What follows belongs to an exercise in optimizing a design on an open flow for small area, a short achievable clock period and few clock cycles per item; a production flow would make more cautious choices. In this exercise RTL edits were held to simulation tests only and were not proved equivalent to the original. Power figures rest on the tool's default switching activity, not on a simulated workload.

==> inputs of 11-18 <==
==> flow/design.v (excerpt) <==
module rpr8_top (
  input  logic        clk,
  input  logic        rst,
  input  logic        src_valid,
  output logic        src_ready,
  input  logic [31:0] src_chan0,
  input  logic [31:0] src_chan1,
  input  logic [31:0] src_chan2,
  input  logic [31:0] src_chan3,
  output logic        dst_valid,
  input  logic        dst_ready,
  output logic [11:0] dst_x,
  output logic [11:0] dst_y,
  output logic [7:0]  dst_red,
  output logic [7:0]  dst_green,
  output logic [7:0]  dst_blue,
  output logic [7:0]  dst_alpha,
  output logic        dst_frame_end,
  input  logic        cfg_valid,
  output logic        cfg_ready,
  input  logic [1:0]  cfg_index,
  input  logic [12:0] cfg_data
);
clock: 9.0 ns
lec_check: 0
cap_margin: 20
core_margin: 2
core_utilization: 60
setup_slack_margin: 5
slew_margin: 20
standard.sh (not shown) runs the stock make flow with config.mk's settings and CLKGATE_MAP_FILE= SYNTH_SCRIPT=/design/flow/synth_recipe.tcl, a recipe that flattens the netlist after the stock synthesis.
==> flow/flow/run.sh <==
#!/bin/bash
# Layout flow: the standard flow (standard.sh, which runs its own synthesis
# script unchanged), with two settings changed:
#  - ports are buffered with sky130_fd_sc_hd__buf_1 cells (buffer_ports picks a
#    10 um2 delay buffer, clkdlybuf4s50_1, by default; the resizer still sizes
#    any port buffer up where timing needs it);
#  - ADDER_MAP_FILE is empty, so Yosys leaves adders, counters and comparators
#    to ABC as plain logic instead of extracting half and full adder cells.
# Registers, their names and their cell types are those of the standard
# synthesis. make's output goes to flow.log; each ORFS step writes its own log
# under orfs/logs/.
set -euo pipefail
export BUFFER_PORTS_ARGS="-buffer_cell sky130_fd_sc_hd__buf_1"
bash standard.sh ADDER_MAP_FILE= finish > flow.log 2>&1
==> 03-17: changes against 11-18 <==
--- a/flow/design.v
+++ b/flow/design.v
@@ -58,28 +58,15 @@
   input  logic [31:0] raw,
   input  logic        half,
   input  logic        vec,
   input  logic        byte_mode,
   input  logic        white,
   output logic [7:0]  h_out,
-  output logic        inc_out
+  output logic        inc_out,
+  output logic        dec_out
 );
-  function automatic logic gt16(input logic [15:0] a, input logic [15:0] b);
-    logic [15:0] g;
-    logic [15:0] e;
-    logic [3:0]  gg;
-    logic [3:0]  ge;
-    g = a & ~b;
-    e = ~(a ^ b);
-    for (int k = 0; k < 4; k++) begin
-      gg[k] = g[4*k+3] | (e[4*k+3] & g[4*k+2]) | (e[4*k+3] & e[4*k+2] & g[4*k+1])
-            | (e[4*k+3] & e[4*k+2] & e[4*k+1] & g[4*k]);
-      ge[k] = &e[4*k +: 4];
-    end
-    gt16 = gg[3] | (ge[3] & gg[2]) | (ge[3] & ge[2] & gg[1]) | (ge[3] & ge[2] & ge[1] & gg[0]);
-  endfunction
   logic        neg;
   logic        exp_max;
   logic        frac_nz;
   logic        ge_one;
   logic        in_range;
   logic [3:0]  e4;
@@ -106,22 +93,21 @@
       ge_one   = (raw[30:23] >= 8'd127);
       in_range = (raw[30:27] == 4'b0111);
       e4       = raw[26:23];
       frac_top = raw[22:15];
     end
   end
-  assign borrow = half ? gt16({11'd0, raw[9:8], raw[7:0] != 8'd0, 2'd0}, {11'd0, raw[1:0], 1'b0, 2'd0})
-                       : gt16({raw[22:8], raw[7:0] != 8'd0}, {raw[14:0], 1'b0});
+  assign borrow = half ? (raw[9:0] > {raw[1:0], 8'd0}) : (raw[22:0] > {raw[14:0], 8'd0});
   assign a9     = {1'b1, frac_top};
   always_comb begin
     h       = '0;
     rbit    = 1'b0;
     low_nz  = 1'b0;
     low_nz1 = 1'b0;
     case (e4)
-      4'd14: begin h = a9[8:1] - 8'd1;  rbit = a9[0]; end
+      4'd14: begin h = a9[8:1];         rbit = a9[0]; end
       4'd13: begin h = {1'b0, a9[8:2]}; rbit = a9[1]; low_nz = a9[0];    end
       4'd12: begin h = {2'b0, a9[8:3]}; rbit = a9[2]; low_nz = |a9[1:0]; low_nz1 = a9[1];    end
       4'd11: begin h = {3'b0, a9[8:4]}; rbit = a9[3]; low_nz = |a9[2:0]; low_nz1 = |a9[2:1]; end
       4'd10: begin h = {4'b0, a9[8:5]}; rbit = a9[4]; low_nz = |a9[3:0]; low_nz1 = |a9[3:1]; end
       4'd9:  begin h = {5'b0, a9[8:6]}; rbit = a9[5]; low_nz = |a9[4:0]; low_nz1 = |a9[4:1]; end
       4'd8:  begin h = {6'b0, a9[8:7]}; rbit = a9[6]; low_nz = |a9[5:0]; low_nz1 = |a9[5:1]; end
@@ -129,66 +115,65 @@
       4'd6:  begin h = 8'd0;            rbit = a9[8]; low_nz = |a9[7:0]; low_nz1 = |a9[7:1]; end
       default: begin end
     endcase
   end
   always_comb begin
     inc_out = 1'b0;
+    dec_out = 1'b0;
     if (white) begin
       h_out = rpr8_pkg::BYTE_MAX;
     end else if (byte_mode) begin
       h_out = raw[7:0];
     end else if (exp_max) begin
       h_out = (vec && (frac_nz || !neg)) ? rpr8_pkg::BYTE_MAX : 8'd0;
     end else if (neg || !(ge_one || (in_range && (e4 >= 4'd6)))) begin
       h_out = 8'd0;
     end else if (ge_one) begin
       h_out = rpr8_pkg::BYTE_MAX;
     end else begin
       h_out   = h;
-      if (e4 == 4'd14) begin
-        inc_out = a9[0] || !borrow;
-      end else begin
-        inc_out = rbit && (borrow ? low_nz1 : low_nz);
-      end
+      inc_out = rbit && (borrow ? low_nz1 : low_nz);
+      dec_out = (e4 == 4'd14) && !a9[0] && borrow;
     end
   end
 endmodule
 module rpr8_chan_round (
   input  logic [7:0] h,
   input  logic       inc,
+  input  logic       dec,
   output logic [7:0] value
 );
-  assign value = h + {7'd0, inc};
+  assign value = h + {{7{dec}}, inc | dec};
 endmodule
 `timescale 1ns / 1ps
 module rpr8_pixel_conv (
   input  logic [rpr8_pkg::FMT_W-1:0] pixel_format,
   input  rpr8_pkg::pixel_in_t        pixel,
-  output logic [4*9-1:0]            part      
+  output logic [4*10-1:0]            part      
 );
-  localparam logic [8:0] PASS_ZERO = {8'h00, 1'b0};
+  localparam logic [9:0] PASS_ZERO = {8'h00, 2'b00};
   logic        vec;
   logic        half;
   logic        byte_mode;
   logic        white_rgb;
   logic        white_alpha;
   logic        gray;
   logic        id_mode;
-  logic [8:0]  cv0;
-  logic [8:0]  cv1;
-  logic [8:0]  cv2;
-  logic [8:0]  cv3;
+  logic [9:0]  cv0;
+  logic [9:0]  cv1;
+  logic [9:0]  cv2;
+  logic [9:0]  cv3;
   logic [7:0]  lo_r;
   logic [3:0]  lo_gb;
   logic [3:0]  hi_r;
   logic [7:0]  hash_r;
   logic [7:0]  hash_gb;
-  logic [8:0]  red;
-  logic [8:0]  green;
-  logic [8:0]  blue;
-  logic [8:0]  alpha;
+  logic [9:0]  red;
+  logic [9:0]  green;
+  logic [9:0]  blue;
+  logic [9:0]  alpha;
   always_comb begin
     vec         = 1'b0;
     half        = 1'b0;
     byte_mode   = 1'b0;
     white_rgb   = 1'b0;
     white_alpha = 1'b1;
@@ -236,22 +221,22 @@
         white_rgb = 1'b1;
       end
     endcase
   end
   rpr8_chan_conv u_conv0 (.raw(pixel.chan0), .half(half), .vec(vec),
                           .byte_mode(byte_mode), .white(white_rgb),
-                          .h_out(cv0[8:1]), .inc_out(cv0[0]));
+                          .h_out(cv0[9:2]), .inc_out(cv0[1]), .dec_out(cv0[0]));
   rpr8_chan_conv u_conv1 (.raw(pixel.chan1), .half(half), .vec(vec),
                           .byte_mode(byte_mode), .white(white_rgb),
-                          .h_out(cv1[8:1]), .inc_out(cv1[0]));
+                          .h_out(cv1[9:2]), .inc_out(cv1[1]), .dec_out(cv1[0]));
   rpr8_chan_conv u_conv2 (.raw(pixel.chan2), .half(half), .vec(vec),
                           .byte_mode(byte_mode), .white(white_rgb),
-                          .h_out(cv2[8:1]), .inc_out(cv2[0]));
+                          .h_out(cv2[9:2]), .inc_out(cv2[1]), .dec_out(cv2[0]));
   rpr8_chan_conv u_conv3 (.raw(pixel.chan3), .half(half), .vec(vec),
                           .byte_mode(byte_mode), .white(white_alpha),
-                          .h_out(cv3[8:1]), .inc_out(cv3[0]));
+                          .h_out(cv3[9:2]), .inc_out(cv3[1]), .dec_out(cv3[0]));
   always_comb begin
     case (pixel.chan0[3:0])
       4'd0: begin lo_r = 8'd0; lo_gb = 4'd0; end
       4'd1: begin lo_r = 8'd167; lo_gb = 4'd11; end
       4'd2: begin lo_r = 8'd78; lo_gb = 4'd6; end
       4'd3: begin lo_r = 8'd245; lo_gb = 4'd1; end
@@ -295,43 +280,43 @@
     if (id_mode) begin
       if (pixel.chan0 == 32'd0) begin
         red   = PASS_ZERO;
         green = PASS_ZERO;
         blue  = PASS_ZERO;
       end else begin
-        red   = {hash_r, 1'b0};
-        green = {hash_gb, 1'b0};
-        blue  = {hash_gb, 1'b0};
+        red   = {hash_r, 2'b00};
+        green = {hash_gb, 2'b00};
+        blue  = {hash_gb, 2'b00};
       end
     end else begin
       red   = cv0;
       green = gray ? cv0 : cv1;
       blue  = gray ? cv0 : cv2;
     end
     alpha = cv3;
   end
   assign part = {alpha, blue, green, red};
 endmodule
 module rpr8_pixel_round (
-  input  logic [4*9-1:0] part,
+  input  logic [4*10-1:0] part,
   output rpr8_pkg::rgba_t colour
 );
-  rpr8_chan_round u_round0 (.h(part[8:1]),   .inc(part[0]),  .value(colour.red));
-  rpr8_chan_round u_round1 (.h(part[17:10]), .inc(part[9]),  .value(colour.green));
-  rpr8_chan_round u_round2 (.h(part[26:19]), .inc(part[18]), .value(colour.blue));
-  rpr8_chan_round u_round3 (.h(part[35:28]), .inc(part[27]), .value(colour.alpha));
+  rpr8_chan_round u_round0 (.h(part[9:2]),   .inc(part[1]),  .dec(part[0]),  .value(colour.red));
+  rpr8_chan_round u_round1 (.h(part[19:12]), .inc(part[11]), .dec(part[10]), .value(colour.green));
+  rpr8_chan_round u_round2 (.h(part[29:22]), .inc(part[21]), .dec(part[20]), .value(colour.blue));
+  rpr8_chan_round u_round3 (.h(part[39:32]), .inc(part[31]), .dec(part[30]), .value(colour.alpha));
 endmodule
 `timescale 1ns / 1ps
 module rpr8_raster_cnt (
   input  logic                       clk,
   input  logic                       rst,
   input  logic [rpr8_pkg::POS_W-1:0] w_last,    
   input  logic [rpr8_pkg::POS_W-1:0] h_last,    
   input  logic                       set_w,     
   input  logic                       set_h,     
-  input  logic [rpr8_pkg::DIM_REG_W-1:0] new_dim,  
+  input  logic [rpr8_pkg::POS_W-1:0] new_last,
   input  logic                       advance,
   output logic [rpr8_pkg::POS_W-1:0] col,
   output logic [rpr8_pkg::POS_W-1:0] y,
   output logic                       frame_end
 );
   localparam int PW = rpr8_pkg::POS_W;
@@ -341,20 +326,18 @@
   logic          clamp_row;
   logic [PW-1:0] row;
   logic [PW-1:0] col_cand;
   logic [PW-1:0] row_cand;
   logic [PW-1:0] col_next;
   logic [PW-1:0] row_next;
-  logic [PW-1:0] cand;
   logic          beyond;
   assign col_cand = wrap_col ? '0 : col + PW'(1);
   assign row_cand = !wrap_col ? row : (wrap_row ? '0 : row + PW'(1));
   assign col_next = clamp_col ? '0 : col_cand;
   assign row_next = clamp_row ? '0 : row_cand;
-  assign cand   = set_h ? row_cand : col_cand;
-  assign beyond = !new_dim[rpr8_pkg::DIM_REG_W-1] && (cand >= new_dim[PW-1:0]) && (cand != '0);
+  assign beyond = ((set_h ? row_cand : col_cand) > new_last);
   assign frame_end = wrap_col && wrap_row;
   always_ff @(posedge clk) begin
     if (rst) begin
       wrap_col  <= 1'b1;
       wrap_row  <= 1'b1;
       clamp_col <= 1'b0;
@@ -399,14 +382,14 @@
   localparam int PW = rpr8_pkg::POS_W;
   logic [rpr8_pkg::FMT_W-1:0] pixel_format;
   logic [PW-1:0]              w_last;
   logic [PW-1:0]              h_last;
   logic [PW-1:0]              dim_last;
   logic                       accept;
-  logic [4*9-1:0]            part;
-  logic [4*9-1:0]            part_q;
+  logic [4*10-1:0]            part;
+  logic [4*10-1:0]            part_q;
   rpr8_pkg::rgba_t            colour;
   logic [PW-1:0]              col;
   logic [PW-1:0]              y;
   logic                       frame_end;
   always_comb begin
     if (cfg_data == '0) begin
@@ -460,13 +443,13 @@
     .clk      (clk),
     .rst      (rst),
     .w_last   (w_last),
     .h_last   (h_last),
     .set_w    (cfg_valid && (cfg_index == rpr8_pkg::REG_FRAME_WIDTH)),
     .set_h    (cfg_valid && (cfg_index == rpr8_pkg::REG_FRAME_HEIGHT)),
-    .new_dim  (cfg_data),
+    .new_last (dim_last),
     .advance  (accept),
     .col      (col),
     .y        (y),
     .frame_end(frame_end)
   );
   assign dst_pixel.dest_x    = col;
==> flow/config.mk (replaced) <==
export PLATFORM = sky130hd
export DESIGN_NAME = rpr8_top
export DESIGN_NICKNAME = rpr8_top
export VERILOG_FILES = /design/flow/design.v
export SDC_FILE = /design/flow/constraint.sdc
export NUM_CORES = 4
export LEC_CHECK = 0
export CAP_MARGIN = 20
export CORE_MARGIN = 2
export CORE_UTILIZATION = 40
export SETUP_SLACK_MARGIN = 5
export SLEW_MARGIN = 20
==> 10-28: changes against 11-18 <==
--- a/flow/design.v
+++ b/flow/design.v
@@ -58,28 +58,15 @@
   input  logic [31:0] raw,
   input  logic        half,
   input  logic        vec,
   input  logic        byte_mode,
   input  logic        white,
   output logic [7:0]  h_out,
-  output logic        inc_out
+  output logic        inc_out,
+  output logic        dec_out
 );
-  function automatic logic gt16(input logic [15:0] a, input logic [15:0] b);
-    logic [15:0] g;
-    logic [15:0] e;
-    logic [3:0]  gg;
-    logic [3:0]  ge;
-    g = a & ~b;
-    e = ~(a ^ b);
-    for (int k = 0; k < 4; k++) begin
-      gg[k] = g[4*k+3] | (e[4*k+3] & g[4*k+2]) | (e[4*k+3] & e[4*k+2] & g[4*k+1])
-            | (e[4*k+3] & e[4*k+2] & e[4*k+1] & g[4*k]);
-      ge[k] = &e[4*k +: 4];
-    end
-    gt16 = gg[3] | (ge[3] & gg[2]) | (ge[3] & ge[2] & gg[1]) | (ge[3] & ge[2] & ge[1] & gg[0]);
-  endfunction
   logic        neg;
   logic        exp_max;
   logic        frac_nz;
   logic        ge_one;
   logic        in_range;
   logic [3:0]  e4;
@@ -106,22 +93,21 @@
       ge_one   = (raw[30:23] >= 8'd127);
       in_range = (raw[30:27] == 4'b0111);
       e4       = raw[26:23];
       frac_top = raw[22:15];
     end
   end
-  assign borrow = half ? gt16({11'd0, raw[9:8], raw[7:0] != 8'd0, 2'd0}, {11'd0, raw[1:0], 1'b0, 2'd0})
-                       : gt16({raw[22:8], raw[7:0] != 8'd0}, {raw[14:0], 1'b0});
+  assign borrow = half ? (raw[9:0] > {raw[1:0], 8'd0}) : (raw[22:0] > {raw[14:0], 8'd0});
   assign a9     = {1'b1, frac_top};
   always_comb begin
     h       = '0;
     rbit    = 1'b0;
     low_nz  = 1'b0;
     low_nz1 = 1'b0;
     case (e4)
-      4'd14: begin h = a9[8:1] - 8'd1;  rbit = a9[0]; end
+      4'd14: begin h = a9[8:1];         rbit = a9[0]; end
       4'd13: begin h = {1'b0, a9[8:2]}; rbit = a9[1]; low_nz = a9[0];    end
       4'd12: begin h = {2'b0, a9[8:3]}; rbit = a9[2]; low_nz = |a9[1:0]; low_nz1 = a9[1];    end
       4'd11: begin h = {3'b0, a9[8:4]}; rbit = a9[3]; low_nz = |a9[2:0]; low_nz1 = |a9[2:1]; end
       4'd10: begin h = {4'b0, a9[8:5]}; rbit = a9[4]; low_nz = |a9[3:0]; low_nz1 = |a9[3:1]; end
       4'd9:  begin h = {5'b0, a9[8:6]}; rbit = a9[5]; low_nz = |a9[4:0]; low_nz1 = |a9[4:1]; end
       4'd8:  begin h = {6'b0, a9[8:7]}; rbit = a9[6]; low_nz = |a9[5:0]; low_nz1 = |a9[5:1]; end
@@ -129,66 +115,65 @@
       4'd6:  begin h = 8'd0;            rbit = a9[8]; low_nz = |a9[7:0]; low_nz1 = |a9[7:1]; end
       default: begin end
     endcase
   end
   always_comb begin
     inc_out = 1'b0;
+    dec_out = 1'b0;
     if (white) begin
       h_out = rpr8_pkg::BYTE_MAX;
     end else if (byte_mode) begin
       h_out = raw[7:0];
     end else if (exp_max) begin
       h_out = (vec && (frac_nz || !neg)) ? rpr8_pkg::BYTE_MAX : 8'd0;
     end else if (neg || !(ge_one || (in_range && (e4 >= 4'd6)))) begin
       h_out = 8'd0;
     end else if (ge_one) begin
       h_out = rpr8_pkg::BYTE_MAX;
     end else begin
       h_out   = h;
-      if (e4 == 4'd14) begin
-        inc_out = a9[0] || !borrow;
-      end else begin
-        inc_out = rbit && (borrow ? low_nz1 : low_nz);
-      end
+      inc_out = rbit && (borrow ? low_nz1 : low_nz);
+      dec_out = (e4 == 4'd14) && !a9[0] && borrow;
     end
   end
 endmodule
 module rpr8_chan_round (
   input  logic [7:0] h,
   input  logic       inc,
+  input  logic       dec,
   output logic [7:0] value
 );
-  assign value = h + {7'd0, inc};
+  assign value = h + {{7{dec}}, inc | dec};
 endmodule
 `timescale 1ns / 1ps
 module rpr8_pixel_conv (
   input  logic [rpr8_pkg::FMT_W-1:0] pixel_format,
   input  rpr8_pkg::pixel_in_t        pixel,
-  output logic [4*9-1:0]            part      
+  output logic [4*10-1:0]            part      
 );
-  localparam logic [8:0] PASS_ZERO = {8'h00, 1'b0};
+  localparam logic [9:0] PASS_ZERO = {8'h00, 2'b00};
   logic        vec;
   logic        half;
   logic        byte_mode;
   logic        white_rgb;
   logic        white_alpha;
   logic        gray;
   logic        id_mode;
-  logic [8:0]  cv0;
-  logic [8:0]  cv1;
-  logic [8:0]  cv2;
-  logic [8:0]  cv3;
+  logic [9:0]  cv0;
+  logic [9:0]  cv1;
+  logic [9:0]  cv2;
+  logic [9:0]  cv3;
   logic [7:0]  lo_r;
   logic [3:0]  lo_gb;
   logic [3:0]  hi_r;
   logic [7:0]  hash_r;
   logic [7:0]  hash_gb;
-  logic [8:0]  red;
-  logic [8:0]  green;
-  logic [8:0]  blue;
-  logic [8:0]  alpha;
+  logic [9:0]  red;
+  logic [9:0]  green;
+  logic [9:0]  blue;
+  logic [9:0]  alpha;
   always_comb begin
     vec         = 1'b0;
     half        = 1'b0;
     byte_mode   = 1'b0;
     white_rgb   = 1'b0;
     white_alpha = 1'b1;
@@ -236,22 +221,22 @@
         white_rgb = 1'b1;
       end
     endcase
   end
   rpr8_chan_conv u_conv0 (.raw(pixel.chan0), .half(half), .vec(vec),
                           .byte_mode(byte_mode), .white(white_rgb),
-                          .h_out(cv0[8:1]), .inc_out(cv0[0]));
+                          .h_out(cv0[9:2]), .inc_out(cv0[1]), .dec_out(cv0[0]));
   rpr8_chan_conv u_conv1 (.raw(pixel.chan1), .half(half), .vec(vec),
                           .byte_mode(byte_mode), .white(white_rgb),
-                          .h_out(cv1[8:1]), .inc_out(cv1[0]));
+                          .h_out(cv1[9:2]), .inc_out(cv1[1]), .dec_out(cv1[0]));
   rpr8_chan_conv u_conv2 (.raw(pixel.chan2), .half(half), .vec(vec),
                           .byte_mode(byte_mode), .white(white_rgb),
-                          .h_out(cv2[8:1]), .inc_out(cv2[0]));
+                          .h_out(cv2[9:2]), .inc_out(cv2[1]), .dec_out(cv2[0]));
   rpr8_chan_conv u_conv3 (.raw(pixel.chan3), .half(half), .vec(vec),
                           .byte_mode(byte_mode), .white(white_alpha),
-                          .h_out(cv3[8:1]), .inc_out(cv3[0]));
+                          .h_out(cv3[9:2]), .inc_out(cv3[1]), .dec_out(cv3[0]));
   always_comb begin
     case (pixel.chan0[3:0])
       4'd0: begin lo_r = 8'd0; lo_gb = 4'd0; end
       4'd1: begin lo_r = 8'd167; lo_gb = 4'd11; end
       4'd2: begin lo_r = 8'd78; lo_gb = 4'd6; end
       4'd3: begin lo_r = 8'd245; lo_gb = 4'd1; end
@@ -295,43 +280,43 @@
     if (id_mode) begin
       if (pixel.chan0 == 32'd0) begin
         red   = PASS_ZERO;
         green = PASS_ZERO;
         blue  = PASS_ZERO;
       end else begin
-        red   = {hash_r, 1'b0};
-        green = {hash_gb, 1'b0};
-        blue  = {hash_gb, 1'b0};
+        red   = {hash_r, 2'b00};
+        green = {hash_gb, 2'b00};
+        blue  = {hash_gb, 2'b00};
       end
     end else begin
       red   = cv0;
       green = gray ? cv0 : cv1;
       blue  = gray ? cv0 : cv2;
     end
     alpha = cv3;
   end
   assign part = {alpha, blue, green, red};
 endmodule
 module rpr8_pixel_round (
-  input  logic [4*9-1:0] part,
+  input  logic [4*10-1:0] part,
   output rpr8_pkg::rgba_t colour
 );
-  rpr8_chan_round u_round0 (.h(part[8:1]),   .inc(part[0]),  .value(colour.red));
-  rpr8_chan_round u_round1 (.h(part[17:10]), .inc(part[9]),  .value(colour.green));
-  rpr8_chan_round u_round2 (.h(part[26:19]), .inc(part[18]), .value(colour.blue));
-  rpr8_chan_round u_round3 (.h(part[35:28]), .inc(part[27]), .value(colour.alpha));
+  rpr8_chan_round u_round0 (.h(part[9:2]),   .inc(part[1]),  .dec(part[0]),  .value(colour.red));
+  rpr8_chan_round u_round1 (.h(part[19:12]), .inc(part[11]), .dec(part[10]), .value(colour.green));
+  rpr8_chan_round u_round2 (.h(part[29:22]), .inc(part[21]), .dec(part[20]), .value(colour.blue));
+  rpr8_chan_round u_round3 (.h(part[39:32]), .inc(part[31]), .dec(part[30]), .value(colour.alpha));
 endmodule
 `timescale 1ns / 1ps
 module rpr8_raster_cnt (
   input  logic                       clk,
   input  logic                       rst,
   input  logic [rpr8_pkg::POS_W-1:0] w_last,    
   input  logic [rpr8_pkg::POS_W-1:0] h_last,    
   input  logic                       set_w,     
   input  logic                       set_h,     
-  input  logic [rpr8_pkg::DIM_REG_W-1:0] new_dim,  
+  input  logic [rpr8_pkg::POS_W-1:0] new_last,
   input  logic                       advance,
   output logic [rpr8_pkg::POS_W-1:0] col,
   output logic [rpr8_pkg::POS_W-1:0] y,
   output logic                       frame_end
 );
   localparam int PW = rpr8_pkg::POS_W;
@@ -341,20 +326,18 @@
   logic          clamp_row;
   logic [PW-1:0] row;
   logic [PW-1:0] col_cand;
   logic [PW-1:0] row_cand;
   logic [PW-1:0] col_next;
   logic [PW-1:0] row_next;
-  logic [PW-1:0] cand;
   logic          beyond;
   assign col_cand = wrap_col ? '0 : col + PW'(1);
   assign row_cand = !wrap_col ? row : (wrap_row ? '0 : row + PW'(1));
   assign col_next = clamp_col ? '0 : col_cand;
   assign row_next = clamp_row ? '0 : row_cand;
-  assign cand   = set_h ? row_cand : col_cand;
-  assign beyond = !new_dim[rpr8_pkg::DIM_REG_W-1] && (cand >= new_dim[PW-1:0]) && (cand != '0);
+  assign beyond = ((set_h ? row_cand : col_cand) > new_last);
   assign frame_end = wrap_col && wrap_row;
   always_ff @(posedge clk) begin
     if (rst) begin
       wrap_col  <= 1'b1;
       wrap_row  <= 1'b1;
       clamp_col <= 1'b0;
@@ -399,14 +382,14 @@
   localparam int PW = rpr8_pkg::POS_W;
   logic [rpr8_pkg::FMT_W-1:0] pixel_format;
   logic [PW-1:0]              w_last;
   logic [PW-1:0]              h_last;
   logic [PW-1:0]              dim_last;
   logic                       accept;
-  logic [4*9-1:0]            part;
-  logic [4*9-1:0]            part_q;
+  logic [4*10-1:0]            part;
+  logic [4*10-1:0]            part_q;
   rpr8_pkg::rgba_t            colour;
   logic [PW-1:0]              col;
   logic [PW-1:0]              y;
   logic                       frame_end;
   always_comb begin
     if (cfg_data == '0) begin
@@ -460,13 +443,13 @@
     .clk      (clk),
     .rst      (rst),
     .w_last   (w_last),
     .h_last   (h_last),
     .set_w    (cfg_valid && (cfg_index == rpr8_pkg::REG_FRAME_WIDTH)),
     .set_h    (cfg_valid && (cfg_index == rpr8_pkg::REG_FRAME_HEIGHT)),
-    .new_dim  (cfg_data),
+    .new_last (dim_last),
     .advance  (accept),
     .col      (col),
     .y        (y),
     .frame_end(frame_end)
   );
   assign dst_pixel.dest_x    = col;
==> flow/run.sh (new file) <==
#!/bin/bash
# synth_recipe.tcl (not shown) runs the flow's synth.tcl, then flattens the netlist and writes it again
# the make line also repeats each setting of config.mk as NAME=value (left out here)
make -C /OpenROAD-flow-scripts/flow DESIGN_CONFIG=/design/flow/config.mk WORK_HOME=/design/flow/orfs CLKGATE_MAP_FILE= SYNTH_SCRIPT=/design/flow/synth_recipe.tcl finish
==> flow/config.mk (replaced) <==
export PLATFORM = sky130hd
export DESIGN_NAME = rpr8_top
export DESIGN_NICKNAME = rpr8_top
export VERILOG_FILES = /design/flow/design.v
export SDC_FILE = /design/flow/constraint.sdc
export NUM_CORES = 4
export LEC_CHECK = 0
export CAP_MARGIN = 20
export CORE_MARGIN = 2
export CORE_UTILIZATION = 40
export SETUP_SLACK_MARGIN = 5
export SLEW_MARGIN = 20
removed: flow/flow/run.sh
removed: flow/standard.sh
==> qor summary <==
item                                                                             11-18                      10-28                      03-17
Reg-to-reg critical path endpoint                                    u_core.part_q[25]          u_core.part_q[10]          u_core.part_q[20]
Worst-path fanout max                                                               18                          2                          3
Starting DRT DRC Count                                                            1550                       1206                       1216
Detailed-router iteration count before antenna repair                                6                          7                          6
Total routing usage reported by global routing                                   35.9%                      26.7%                      25.1%
Share of power burned in the clock network                                       23.8%                      32.4%                      33.7%
Netlist area before placement                                                12400 um2                  13200 um2                  12400 um2
Status                                                         complete, no violations    complete, no violations    complete, no violations
Reg-to-reg setup timing slack                                                  5.23 ns                    5.55 ns                    5.11 ns
P&R area growth vs syn                                                           14.4%                      29.8%                      22.0%
Number of levels the H-tree was split into                                           3                          4                          4
Vias in the first global route                                                   12450                      13307                      12609
Required time at the endpoint of the critical path                             9.12 ns                    7.20 ns                    7.20 ns
Hold Worst Slack                                                              0.471 ns                   0.469 ns                   0.520 ns
Critical Path Sink                                                    u_core.part_q[9]               dst_green[6]               dst_green[7]
Longest individual stage delay on the worst path                               0.35 ns                    0.38 ns                    0.43 ns
Area of the multi-input gates                                                 9230 um2                   9910 um2                   9380 um2
Cell with the largest stage delay on the worst path           sky130_fd_sc_hd__a311o_1  sky130_fd_sc_hd__edfxtp_1  sky130_fd_sc_hd__edfxtp_1
Placed standard-cell area                                                    13200 um2                  15600 um2                  13500 um2
Transition at the pin with the smallest max-transition slack                   1.07 ns                   0.764 ns                    1.16 ns
Most common cell in the netlist                                sky130_fd_sc_hd__nor2_1     sky130_fd_sc_hd__inv_1    sky130_fd_sc_hd__nor2_1
Testbench counts of 11-18, summed over its fixed seeds: cycles 24,960, items 24,576.
Testbench counts of 03-17, summed over its fixed seeds: cycles 24,960, items 24,576.
Testbench counts of 10-28, summed over its fixed seeds: cycles 24,960, items 24,576.

## port drivers added, routing unchanged
Ports are ideal in the flow. The routed layouts listed here were re-timed in OpenROAD. Step 1, drivers: a clkbuf_16 drives clk and a buf_2 each remaining input, both assumed. Step 2 adds t to the input delays and takes it off the output delays; t is the mean of the earliest and latest rising clock arrival at the registers after step 1. Input paths then give back, and output paths get back, about the clock's delay inside the block. Three values: no drivers, after step 1, after step 2; two values: the first two.
run | t, ns | setup WS [ns] | slew at the worst register clock pin (ns) | pins driven straight from the clock port
11-18 | 0.404 | 5.050 / 5.043 / 4.664 | 0.08 / 0.08 | 1
03-17 | 0.455 | 4.877 / 4.832 / 4.429 | 0.06 / 0.06 | 1
10-28 | 0.461 | 4.809 / 4.767 / 4.473 | 0.06 / 0.06 | 1
After both steps every run listed still meets setup and hold. For 03-17, which loses most, drivers alone change the setup slack by -0.045 ns; drivers and shift together by -0.448 ns.
